Context: an optimization exercise on an open-source flow, tuned for small area. The choices shown serve that exercise and are no tape-out recipe.
Only simulation tests tie the RTL to the original design; equivalence was not proved.
Power figures rest on the tool's default switching activity, not on a simulated workload.

middle:
Design proj2_host, start of the top module:
module proj2_host #(
    parameter int unsigned TIMEOUT = 2**20,
    parameter int unsigned BYTES   = 32
) (
    input  logic         clk,
    input  logic         reset,
    input  logic         cmd_valid,
    output logic         cmd_ready,
    input  logic [255:0] cmd_a1,
    input  logic [255:0] cmd_a2,
    input  logic [255:0] cmd_a3,
    output logic         rsp_valid,
    input  logic         rsp_ready,
    output logic [255:0] rsp_a0,
    output logic         rsp_err,
    output logic         p2_we,
    output logic         p2_oe,
    output logic         p2_start,
    output logic [1:0]   p2_reg_sel,
    output logic [4:0]   p2_addr,
    output logic [7:0]   p2_data,
    input  logic [7:0]   p2_rdata,
    input  logic         p2_ready
);
    localparam int unsigned TW = $clog2(TIMEOUT);
    logic [2:0]    state_q, state_d;
    logic [TW-1:0] cnt_q, cnt_d;
    logic [767:0]  sr_q, sr_d;
    wire idle     = (state_q == S_IDLE);
    wire in_load  = (state_q == S_LOAD);
    wire in_wh    = (state_q == S_WAITHI);
    wire in_wl    = (state_q == S_WAITLO);
    wire in_read  = (state_q == S_READ);
    wire in_resp  = state_q[2] & state_q[1];
    wire acc      = idle & cmd_valid & ~p2_ready;
    logic load, nload, hold, shift;
    wire cnt_load_end = cnt_q[6] & (&cnt_q[4:0]);
    wire cnt_read_end = &cnt_q[4:0];
    wire cnt_tmo      = &cnt_q;
    assign cmd_ready  = idle & ~p2_ready & ~reset;
    assign rsp_valid  = in_resp;
    assign rsp_err    = state_q[0];
    assign rsp_a0     = sr_q[767:512];
    assign p2_we      = in_load;
    assign p2_oe      = in_read;
    assign p2_start   = ~(state_q == S_LAUNCH);
    assign p2_reg_sel = {cnt_q[6] | cnt_q[5], ~cnt_q[5] & ~state_q[2]};
    assign p2_addr    = cnt_q[4:0];
    assign p2_data    = sr_q[7:0] ^ {8{~cnt_q[6] & ~cnt_q[0]}};
    always_comb begin
  ...
==> flow/config.mk <==
export PLATFORM = sky130hd
export DESIGN_NAME = proj2_host
export DESIGN_NICKNAME = proj2_host
export VERILOG_FILES = /design/flow/design.v
export SDC_FILE = /design/flow/constraint.sdc
export NUM_CORES = 4
export LEC_CHECK = 0
export CAP_MARGIN = 20
export CORE_AREA = 4 4 236 236
export DIE_AREA = 0 0 240 240
export SLEW_MARGIN = 20
==> flow/constraint.sdc <==
create_clock -name core_clock -period 6.0 [get_ports {clk}]
set_input_delay 1.2000 -clock core_clock [delete_from_list [all_inputs] [get_ports {clk}]]
set_output_delay 1.2000 -clock core_clock [all_outputs]
set_load 0.01 [all_outputs]
standard.sh (not shown) runs the stock make flow with config.mk's settings and CLKGATE_MAP_FILE= SYNTH_SCRIPT=/design/flow/synth_recipe.tcl, a recipe that flattens the netlist after the stock synthesis.
==> flow/flow/run.sh <==
#!/bin/bash
# The standard layout, with placement and clock-tree options changed:
#  - every port still gets its own buffer, but the smallest buffer cell
#    (buf_1) instead of the default delay buffer;
#  - pins may sit on adjacent routing tracks, so the die can be sized for
#    the cells rather than for the 1058 pins;
#  - the clock tree uses clkbuf_8 leaf buffers driving up to 18 flip-flops
#    each, without dummy loads.
set -euo pipefail
export BUFFER_PORTS_ARGS="-inputs -outputs -buffer_cell sky130_fd_sc_hd__buf_1"
export PLACE_PINS_ARGS="-min_distance 1 -min_distance_in_tracks"
export CTS_ARGS="-sink_clustering_enable -repair_clock_nets -dont_use_dummy_load -buf_list sky130_fd_sc_hd__clkbuf_8 -sink_clustering_size 18 -sink_clustering_max_diameter 50"
bash standard.sh > standard.log 2>&1
middle ran to completion and came out clean on the timing, DRC and antenna checks.
Changes in south relative to middle:
-- flow/flow/run.sh --
<<< middle, line 7
#  - the clock tree uses clkbuf_8 leaf buffers driving up to 18 flip-flops
>>> south, line 7
#  - the clock tree uses clkbuf_4 leaf buffers driving up to 10 flip-flops
<<< middle, line 12
export CTS_ARGS="-sink_clustering_enable -repair_clock_nets -dont_use_dummy_load -buf_list sky130_fd_sc_hd__clkbuf_8 -sink_clustering_size 18 -sink_clustering_max_diameter 50"
>>> south, line 12
export CTS_ARGS="-sink_clustering_enable -repair_clock_nets -dont_use_dummy_load -buf_list sky130_fd_sc_hd__clkbuf_4 -sink_clustering_size 10 -sink_clustering_max_diameter 50"
south: PASS, flow complete, no timing, DRC or antenna violations
south: switching portion of total power is 0.68 points higher than what middle reported.
Changes observed in south relative to middle: final cell count up 0.63%, routing usage on met2 up 0.34 points.
Compared with middle, south shows a higher clock transition at the registers of the reported paths.
Measured against each other, middle and south differ in post-route total power, the higher figure coming from middle.
Total wirelength of the detailed-routed design: middle vs south, no meaningful difference
Relative to middle, met1 global-route usage has decreased by 0.47 points in south.
[south vs middle] sequential power share: higher in south
Going from middle to south, final area has decreased, fmax dropped about 6%.

========
The RTL this note starts from:
==> flow/design.v <==
package proj2_host_pkg;
    localparam logic [2:0] S_IDLE   = 3'b000;
    localparam logic [2:0] S_LOAD   = 3'b001;
    localparam logic [2:0] S_LAUNCH = 3'b010;
    localparam logic [2:0] S_WAITHI = 3'b011;
    localparam logic [2:0] S_WAITLO = 3'b100;
    localparam logic [2:0] S_READ   = 3'b101;
    localparam logic [2:0] S_RSPOK  = 3'b110;
    localparam logic [2:0] S_RSPERR = 3'b111;
endpackage
import proj2_host_pkg::*;
module proj2_host #(
    parameter int unsigned TIMEOUT = 2**20,
    parameter int unsigned BYTES   = 32
) (
    input  logic         clk,
    input  logic         reset,
    input  logic         cmd_valid,
    output logic         cmd_ready,
    input  logic [255:0] cmd_a1,
    input  logic [255:0] cmd_a2,
    input  logic [255:0] cmd_a3,
    output logic         rsp_valid,
    input  logic         rsp_ready,
    output logic [255:0] rsp_a0,
    output logic         rsp_err,
    output logic         p2_we,
    output logic         p2_oe,
    output logic         p2_start,
    output logic [1:0]   p2_reg_sel,
    output logic [4:0]   p2_addr,
    output logic [7:0]   p2_data,
    input  logic [7:0]   p2_rdata,
    input  logic         p2_ready
);
    localparam int unsigned TW = $clog2(TIMEOUT);
    logic [2:0]    state_q, state_d;
    logic [TW-1:0] cnt_q, cnt_d;
    logic [767:0]  sr_q, sr_d;
    wire idle     = (state_q == S_IDLE);
    wire in_load  = (state_q == S_LOAD);
    wire in_wh    = (state_q == S_WAITHI);
    wire in_wl    = (state_q == S_WAITLO);
    wire in_read  = (state_q == S_READ);
    wire in_resp  = state_q[2] & state_q[1];
    wire acc      = idle & cmd_valid & ~p2_ready;
    logic hold, shift;
    wire cnt_load_end = cnt_q[6] & (&cnt_q[4:0]);
    wire cnt_read_end = &cnt_q[4:0];
    wire cnt_tmo      = &cnt_q;
    assign cmd_ready  = idle & ~p2_ready & ~reset;
    assign rsp_valid  = in_resp;
    assign rsp_err    = state_q[0];
    assign rsp_a0     = sr_q[767:512];
    assign p2_we      = in_load;
    assign p2_oe      = in_read;
    assign p2_start   = ~(state_q == S_LAUNCH);
    assign p2_reg_sel = {cnt_q[6] | cnt_q[5], ~cnt_q[5] & ~state_q[2]};
    assign p2_addr    = cnt_q[4:0];
    assign p2_data    = sr_q[7:0] ^ {8{~cnt_q[6] & ~cnt_q[0]}};
    always_comb begin
        state_d = state_q;
        case (state_q)
            S_IDLE:   if (acc) state_d = S_LOAD;
            S_LOAD:   if (cnt_load_end) state_d = S_LAUNCH;
            S_LAUNCH: state_d = S_WAITHI;
            S_WAITHI: if (p2_ready) state_d = S_WAITLO;
                      else if (cnt_tmo) state_d = S_RSPERR;
            S_WAITLO: if (!p2_ready) state_d = S_READ;
                      else if (cnt_tmo) state_d = S_RSPERR;
            S_READ:   if (cnt_read_end) state_d = S_RSPOK;
            default:  if (rsp_ready) state_d = S_IDLE;
        endcase
    end
    wire cnt_clr = idle | (state_q == S_LAUNCH) | (in_wh & p2_ready) | (in_wl & ~p2_ready);
    assign cnt_d = cnt_clr ? '0 : cnt_q + 1'b1;
    wire [7:0] top_in = p2_rdata & {8{in_read}};
    wire [767:0] cmd_all = {cmd_a3, cmd_a2, cmd_a1};
    genvar i;
    generate
        for (i = 0; i < 512; i++) begin : g_inv
            assign sr_d[i] = ~((acc | sr_q[i+8]) & (~idle | cmd_all[i]));
        end
        for (i = 512; i < 768; i++) begin : g_hold
            if (i < 760) begin : g_mid
                assign sr_d[i] = (acc & cmd_all[i]) | (hold & sr_q[i]) | (shift & sr_q[i+8]);
            end else begin : g_top
                assign sr_d[i] = (acc & cmd_all[i]) | (hold & sr_q[i]) | (shift & top_in[i-760]);
            end
        end
    endgenerate
    always_ff @(posedge clk or posedge reset) begin
        if (reset) begin
            state_q <= S_IDLE;
            hold    <= 1'b0;
            shift   <= 1'b0;
        end else begin
            state_q <= state_d;
            hold    <= state_d[2] & state_d[1];
            shift   <= (state_d != S_IDLE) & ~(state_d[2] & state_d[1]);
        end
    end
    always_ff @(posedge clk) begin
        cnt_q <= cnt_d;
        sr_q  <= sr_d;
    end
endmodule
clock: 6.0 ns
lec_check: 0
cap_margin: 20
core_area: 4 4 226 226
die_area: 0 0 230 230
slew_margin: 20
==> flow/flow/run.sh <==
#!/bin/bash
# The standard layout, with placement and clock-tree options changed:
#  - every port still gets its own buffer, but the smallest buffer cell
#    (buf_1) instead of the default delay buffer;
#  - pins may sit on adjacent routing tracks, so the die can be sized for
#    the cells rather than for the 1058 pins;
#  - the clock tree uses clkbuf_8 leaf buffers driving up to 18 flip-flops
#    each, without dummy loads.
set -euo pipefail
export BUFFER_PORTS_ARGS="-inputs -outputs -buffer_cell sky130_fd_sc_hd__buf_1"
export PLACE_PINS_ARGS="-min_distance 1 -min_distance_in_tracks"
export CTS_ARGS="-sink_clustering_enable -repair_clock_nets -dont_use_dummy_load -buf_list sky130_fd_sc_hd__clkbuf_8 -sink_clustering_size 18 -sink_clustering_max_diameter 50"
bash standard.sh > standard.log 2>&1
Then changed:
==> flow/run.sh (new file) <==
#!/bin/bash
# synth_recipe.tcl (not shown) runs the flow's synth.tcl, then flattens the netlist and writes it again
# the make line also repeats each setting of config.mk as NAME=value (left out here)
make -C /OpenROAD-flow-scripts/flow DESIGN_CONFIG=/design/flow/config.mk WORK_HOME=/design/flow/orfs CLKGATE_MAP_FILE= SYNTH_SCRIPT=/design/flow/synth_recipe.tcl finish
CORE_AREA = 4 4 616 116   (was 4 4 226 226)
DIE_AREA = 0 0 620 120   (was 0 0 230 230)
removed: flow/flow/run.sh
removed: flow/standard.sh
The changed run passed the timing, DRC and antenna checks.
Design area went up by a quarter to a third.
Global-route usage fell by 8.0 points.
Power rose by about a fifth.
Area after synthesis is unchanged.
Die area grows by well over a third.
Via count shrinks by a few percent.
First-iteration DRC count goes up slightly.
Non-clock buffer count rose by 13.
Then changed:
CORE_AREA = 4 4 226 226   (was 4 4 616 116)
DIE_AREA = 0 0 230 230   (was 0 0 620 120)
The new run ended with an error in 3_2_place_iop with PPL-0024; synthesized cell count does not change; area after synthesis stays the same.
Then changed:
==> flow/flow/run.sh (new file) <==
#!/bin/bash
# The standard layout, with placement and clock-tree options changed:
#  - every port still gets its own buffer, but the smallest buffer cell
#    (buf_1) instead of the default delay buffer;
#  - pins may sit on adjacent routing tracks, so the die can be sized for
#    the cells rather than for the 1058 pins;
#  - the clock tree uses clkbuf_4 leaf buffers driving up to 10 flip-flops
#    each, without dummy loads.
set -euo pipefail
export BUFFER_PORTS_ARGS="-inputs -outputs -buffer_cell sky130_fd_sc_hd__buf_1"
export PLACE_PINS_ARGS="-min_distance 1 -min_distance_in_tracks"
export CTS_ARGS="-sink_clustering_enable -repair_clock_nets -dont_use_dummy_load -buf_list sky130_fd_sc_hd__clkbuf_4 -sink_clustering_size 10 -sink_clustering_max_diameter 50"
bash standard.sh > standard.log 2>&1
==> flow/standard.sh (new file) <==
#!/bin/bash
# synth_recipe.tcl (not shown) runs the flow's synth.tcl, then flattens the netlist and writes it again
# the make line also repeats each setting of config.mk as NAME=value (left out here)
make -C /OpenROAD-flow-scripts/flow DESIGN_CONFIG=/design/flow/config.mk WORK_HOME=/design/flow/orfs CLKGATE_MAP_FILE= SYNTH_SCRIPT=/design/flow/synth_recipe.tcl "${@:-finish}"
removed: flow/run.sh
- Now the flow passed the timing, DRC and antenna checks
- synthesized cell count stays the same
- area after synthesis stays the same

## afterwards: timing with drivers on the ports
No port has a modelled driver above. Below, the same layouts with a new extraction and two added sets of constraints. Step 1: set_driving_cell puts a clkbuf_16 on clk and a buf_2 on each other input, an assumption about the parent block. Step 2 moves the port delays by t, midway between the first and last clock arrival at a register: inputs arrive t later, outputs are due t later. That takes back most of the time a late clock gives input paths. Slacks: no drivers / after step 1 / after step 2; pairs: no drivers / after step 1.
run | t, ns | slack for setup (ns) | worst setup path after step 2 | clock arrival spread, ns
middle | 0.674 | 2.908 / 2.852 / 2.919 | input to output | 0.089 / 0.089
south | 0.890 | 2.702 / 2.645 / 2.917 | input to output | 0.072 / 0.072
the first run of note 2 | 0.697 | 2.470 / 2.413 / 2.523 | input to register | 0.062 / 0.061
the second run of note 2 | 0.703 | 1.622 / 1.568 / 2.046 | input to register | 0.037 / 0.037
the fourth run of note 2 | 0.907 | 2.324 / 2.268 / 2.442 | input to register | 0.059 / 0.059
After both steps every run listed still meets setup and hold.
